From an optimization exercise on the open Yosys and OpenROAD flow, aimed at small area, a short achievable clock period and few clock cycles per item; shortcuts taken in it are not production practice.
Where RTL was checked, it was by simulation tests only, not by an equivalence proof against the original.

## mandel_engine
module mandel_engine #(
  parameter int W       = 16,
  parameter int FRAC    = 12,
  parameter int ITER_W  = 16,
  parameter int COORD_W = 9
) (
  input  logic               clk,
  input  logic               rst,
  input  logic               cfg_start,
  input  logic [COORD_W-1:0] cfg_pix_w,
  input  logic [COORD_W-1:0] cfg_pix_h,
  input  logic [W-1:0]       cfg_cxs,
  input  logic [W-1:0]       cfg_cys,
  input  logic [W-1:0]       cfg_dcx,
  input  logic [W-1:0]       cfg_dcy,
  input  logic [ITER_W-1:0]  cfg_max_iter,
  input  logic               abort,
  output logic               busy,
  output logic               done,
  output logic               out_valid,
  input  logic               out_ready,
  output logic [COORD_W-1:0] out_x,
  output logic [COORD_W-1:0] out_y,
  output logic [ITER_W-1:0]  out_iter,
  output logic               out_inside
);
  localparam int PW = 205;
  logic [COORD_W-1:0]  pix_w, pix_h, ax, ay;
  logic signed [W-1:0] cxs, dcx, dcy, acx, acy;
  logic [ITER_W-1:0]   max_iter;
  logic                comp;
  logic [1:0]          aseq, oseq;
  logic                ofirst;
  logic                rb_v, rb_inside;
  logic [1:0]          rb_tag;
  logic [ITER_W-1:0]   rb_iter;
  logic signed [W-1:0] x1, y1, sx1, sy1, cx1, cy1;
  logic [ITER_W-1:0]   i1;
  logic                act1, hold1, fr1, er1, hin1;
  logic [1:0]          tg1;
  logic [PW-1:0]       p2;
  logic signed [W-1:0] sx2, sy2, cx2, cy2;
  logic [ITER_W-1:0]   i2;
  logic                act2, hold2, er2, hin2, fn2, bg2;
  logic [1:0]          tg2;
  ...
Size: roughly 3,800 cells after synthesis, ~600 flip-flops, ~140 I/O pins, about 37,000 um^2 of cells after synthesis.
==> flow/config.mk <==
export PLATFORM = sky130hd
export DESIGN_NAME = mandel_engine
export DESIGN_NICKNAME = mandel_engine
export VERILOG_FILES = /design/flow/design.v
export SDC_FILE = /design/flow/constraint.sdc
export NUM_CORES = 4
export LEC_CHECK = 0
export ABC_CLOCK_PERIOD_IN_PS = 3500
export CAP_MARGIN = 20
export CORE_MARGIN = 2
export CORE_UTILIZATION = 40
export SETUP_SLACK_MARGIN = 5
export SLEW_MARGIN = 20
==> flow/constraint.sdc <==
create_clock -name core_clock -period 12.0 [get_ports {clk}]
set_input_delay 2.4000 -clock core_clock [delete_from_list [all_inputs] [get_ports {clk}]]
set_output_delay 2.4000 -clock core_clock [all_outputs]
set_load 0.01 [all_outputs]
standard.sh (not shown) runs the stock make flow with config.mk's settings and CLKGATE_MAP_FILE= SYNTH_SCRIPT=/design/flow/synth_recipe.tcl, a recipe that flattens the netlist after the stock synthesis.
==> flow/flow/run.sh <==
#!/bin/bash
set -euo pipefail
bash standard.sh SETUP_SLACK_MARGIN=9.0 finish > flow_make.log 2>&1
The baseline completed with no timing, DRC or antenna violations.
==> next run, changes <==
==> flow/run.sh (new file) <==
#!/bin/bash
# synth_recipe.tcl (not shown) runs the flow's synth.tcl, then flattens the netlist and writes it again
# the make line also repeats each setting of config.mk as NAME=value (left out here)
make -C /OpenROAD-flow-scripts/flow DESIGN_CONFIG=/design/flow/config.mk WORK_HOME=/design/flow/orfs CLKGATE_MAP_FILE= SYNTH_SCRIPT=/design/flow/synth_recipe.tcl finish
ABC_CLOCK_PERIOD_IN_PS = 5000   (was 3500)
removed: flow/flow/run.sh
removed: flow/standard.sh
=> Count of clock-buffer cells in the layout goes down by 6. Via count goes down by 9.5%. Routed wire length goes down by 16%. Worst setup slack got worse by 1.3 ns. Sequential cell count does not change. Area after synthesis does not change. Utilization goes down by 6.4 points. Cell count goes down by 5.9%. Fmax goes down by 26%.
==> next run, changes <==
==> flow/flow/run.sh (new file) <==
#!/bin/bash
set -euo pipefail
bash standard.sh SETUP_SLACK_MARGIN=8.5 finish > flow_make.log 2>&1
==> flow/standard.sh (new file) <==
#!/bin/bash
# synth_recipe.tcl (not shown) runs the flow's synth.tcl, then flattens the netlist and writes it again
# the make line also repeats each setting of config.mk as NAME=value (left out here)
make -C /OpenROAD-flow-scripts/flow DESIGN_CONFIG=/design/flow/config.mk WORK_HOME=/design/flow/orfs CLKGATE_MAP_FILE= SYNTH_SCRIPT=/design/flow/synth_recipe.tcl "${@:-finish}"
ABC_CLOCK_PERIOD_IN_PS = 3500   (was 5000)
CORE_UTILIZATION = 55   (was 40)
removed: flow/run.sh
The changed run ran to the end with no violations.
Core utilization rose by 22 points.
Sequential share of layout area fell by 1.7 points.
Via count rose by a little under a tenth.
Cell area rose by a few percent.
Worst setup slack gains 1.2 ns.
Area after synthesis stays the same.
==> next run, changes <==
ABC_CLOCK_PERIOD_IN_PS = 5000   (was 3500)
CORE_UTILIZATION = 40   (was 55)
After rerunning: Flip-flop and latch count stays the same. Utilization falls by 18 points. Design area rises by 0.54%.
Function was not checked in any run of this note: the RTL went through the layout flow alone.

Another version of the RTL of mandel_engine (not shown whole).
For scale: ~140 I/O pins, roughly 0.034 mm^2 of cells after synthesis.
Design mandel_engine, start of the top module:
module mandel_engine #(
  parameter int W       = 16,
  parameter int FRAC    = 12,
  parameter int ITER_W  = 16,
  parameter int COORD_W = 9
) (
  input  logic               clk,
  input  logic               rst,
  input  logic               cfg_start,
  input  logic [COORD_W-1:0] cfg_pix_w,
  input  logic [COORD_W-1:0] cfg_pix_h,
  input  logic [W-1:0]       cfg_cxs,
  input  logic [W-1:0]       cfg_cys,
  input  logic [W-1:0]       cfg_dcx,
  input  logic [W-1:0]       cfg_dcy,
  input  logic [ITER_W-1:0]  cfg_max_iter,
  input  logic               abort,
  output logic               busy,
  output logic               done,
  output logic               out_valid,
  input  logic               out_ready,
  output logic [COORD_W-1:0] out_x,
  output logic [COORD_W-1:0] out_y,
  output logic [ITER_W-1:0]  out_iter,
  output logic               out_inside
);
export LEC_CHECK = 0
export ABC_AREA = 1
export ABC_CLOCK_PERIOD_IN_PS = 5000
export CAP_MARGIN = 20
export CORE_MARGIN = 2
export CORE_UTILIZATION = 40
export SETUP_SLACK_MARGIN = 5
export SLEW_MARGIN = 20
export TNS_END_PERCENT = 0
create_clock -name core_clock -period 12.0 [get_ports {clk}]
==> flow/flow/run.sh <==
#!/bin/bash
set -euo pipefail
sed '1s/^proc synth {args} { yosys synth -nofsm -noshare {\*}\$args }$/proc synth {args} { yosys synth -nofsm -noshare -noabc {*}$args }/' synth_recipe.tcl > synth_noabc.tcl
grep -q -- '-noabc' synth_noabc.tcl
bash standard.sh SYNTH_SCRIPT="$PWD/synth_noabc.tcl" SETUP_SLACK_MARGIN=8.5 finish > flow_make.log 2>&1
Testbench counts at the start, summed over its fixed seeds: cycles 48,565, pixels 3,072.
Then changed:
ABC_AREA = default   (was 1)
PLACE_DENSITY = 0.7   (was default)
Outcome: Hold slack improves by 0.015 ns. Wire length drops by 11%. Global-route usage drops by 1.7 points.
Then changed:
ABC_CLOCK_PERIOD_IN_PS = 3700   (was 5000)
PLACE_DENSITY = default   (was 0.7)
Result: Routed wire length rose by 3.8%. Sequential cell count does not change. Design area climbs by 1.1%. Via count decreases by 1.2%. Worst setup slack gets better by 0.057 ns. Hold slack loses 0.0032 ns. Count of clock-buffer cells in the layout went up by 1.
Then changed:
ABC_CLOCK_PERIOD_IN_PS = 5000   (was 3700)
Synthesized cell count does not change.
Utilization stays the same.
Final area is unchanged.
Wire length stays the same.
Worst setup slack does not change.
Sequential cell count does not change.
Clock skew is unchanged.
Non-clock buffer count is unchanged.
First-iteration DRC count stays the same.

== run A ==
Another version of the RTL of mandel_engine (not shown whole).
Size: ~3200 cells after synthesis, roughly 34000 um^2 of cells after synthesis.
Settings: LEC_CHECK=0, ABC_CLOCK_PERIOD_IN_PS=5000, CAP_MARGIN=20, CORE_MARGIN=2, CORE_UTILIZATION=40, SETUP_SLACK_MARGIN=5, SLEW_MARGIN=20, TNS_END_PERCENT=10; clock period 12.0 ns.
==> flow/flow/run.sh <==
#!/bin/bash
set -euo pipefail
sed '1s/^proc synth {args} { yosys synth -nofsm -noshare {\*}\$args }$/proc synth {args} { yosys synth -nofsm -noshare -noabc {*}$args }/' synth_recipe.tcl > synth_noabc.tcl
grep -q -- '-noabc' synth_noabc.tcl
bash standard.sh SYNTH_SCRIPT="$PWD/synth_noabc.tcl" SETUP_SLACK_MARGIN=8.0 finish > flow_make.log 2>&1
The final layout from run A, which completed every stage, passed the timing, DRC and antenna checks at the end of the flow.
Testbench counts of run A, summed over its fixed seeds: cycles 48,565, pixels 3,072.
#### Input delta (run B over run A)
==> flow/flow/run.sh <==
#!/bin/bash
set -euo pipefail
sed '1s/^proc synth {args} { yosys synth -nofsm -noshare {\*}\$args }$/proc synth {args} { yosys synth -nofsm -noshare -noabc {*}$args }/' synth_recipe.tcl > synth_noabc.tcl
grep -q -- '-noabc' synth_noabc.tcl
bash standard.sh SYNTH_SCRIPT="$PWD/synth_noabc.tcl" SETUP_SLACK_MARGIN=8.5 finish > flow_make.log 2>&1
==> comparison <==
- Comparing run A and run B, the lower number of iterations in the first detailed-routing pass is on run B.
- Delta (run B minus run A): post-synthesis to final-layout area growth up 5.3 points.
- Run B vs run A: non-clock buffer count up by more than a quarter
- Clock period minus worst slack: run B better than run A
- Run B gives less arrival time at the worst endpoint than run A did.
- Sequential share of layout area for run B: 1.2 points down relative to run A
[inputs] run C vs run B
Settings: TNS_END_PERCENT: 10 -> unset.
==> flow/flow/run.sh <==
#!/bin/bash
set -euo pipefail
bash standard.sh SETUP_SLACK_MARGIN=8.5 finish > flow_make.log 2>&1
## What came out
The final layout from run C, which completed every stage, passed the timing, DRC and antenna checks at the end of the flow. When the final numbers for run B and run C were put side by side, the data arrival at the endpoint of the critical path turned out to be smaller in run B. Run C vs run B, launching instance or port of the critical path: p2[18] vs out_x[7]. Run C vs. run B: via count saw an increase, number of synthesized flops with an enable pin saw little to no change. Sort run B and run C by final worst-path cycle share, descending, and run C comes first.
For run D, these inputs were changed with respect to run C:
Settings: an added TNS_END_PERCENT of 10; an added ABC_AREA of 1.
==> flow/flow/run.sh <==
#!/bin/bash
set -euo pipefail
sed '1s/^proc synth {args} { yosys synth -nofsm -noshare {\*}\$args }$/proc synth {args} { yosys synth -nofsm -noshare -noabc {*}$args }/' synth_recipe.tcl > synth_noabc.tcl
grep -q -- '-noabc' synth_noabc.tcl
bash standard.sh SYNTH_SCRIPT="$PWD/synth_noabc.tcl" SETUP_SLACK_MARGIN=8.5 finish > flow_make.log 2>&1
Run D vs run C: sum of routed wire segments on met1 up in run D
[compare] base=run C new=run D: final cell count has increased, number of levels in the clock H-tree has remained practically unchanged, post-route standard cell area excluding fillers has decreased, length of the first detailed-routing pass in iterations has increased.
In terms of worst hold slack, run C and run D differ only marginally.
Number of non-clock buffers in the layout ended up about 36% lower on run D than on run C.
Cmp run C and run D / minimum setup slack after placement / lower: run D

-- static timing again, ports no longer ideal --
Ports are ideal in the flow. The routed layouts listed here were re-timed in OpenROAD. Step 1 assumes that a clkbuf_16 drives the clock port and a buf_2 every other input. Step 2 also shifts input and output timing later by t, the mid clock arrival at the registers, as if the neighbouring blocks saw the same clock. Three values: ideal, step 1, step 2; two values: the first two.
run	t (ns)	setup slack, ns	worst setup path at the end	cell pins on the clock port's net
the first run of note 1	0.698	8.211 / 8.211 / 8.211	register to register	1
the second run of note 1	0.693	6.879 / 6.879 / 6.879	register to register	1
the third run of note 1	0.679	8.105 / 8.105 / 7.967	input to register	1
the fourth run of note 1	0.684	8.191 / 8.191 / 7.987	input to register	1
the first run of note 2	0.698	8.319 / 8.263 / 8.054	input to register	1
the second run of note 2	0.672	8.257 / 8.240 / 7.849	input to register	1
the third run of note 2	0.688	8.313 / 8.296 / 7.868	input to register	1
the fourth run of note 2	0.688	8.313 / 8.296 / 7.868	input to register	1
run A	0.681	7.860 / 7.796 / 7.964	register to register	1
run B	0.712	8.301 / 8.233 / 8.002	input to register	1
run C	0.702	7.804 / 7.804 / 7.804	register to register	1
run D	0.698	8.335 / 8.265 / 8.087	input to register	1
After both steps every run listed still meets setup and hold.
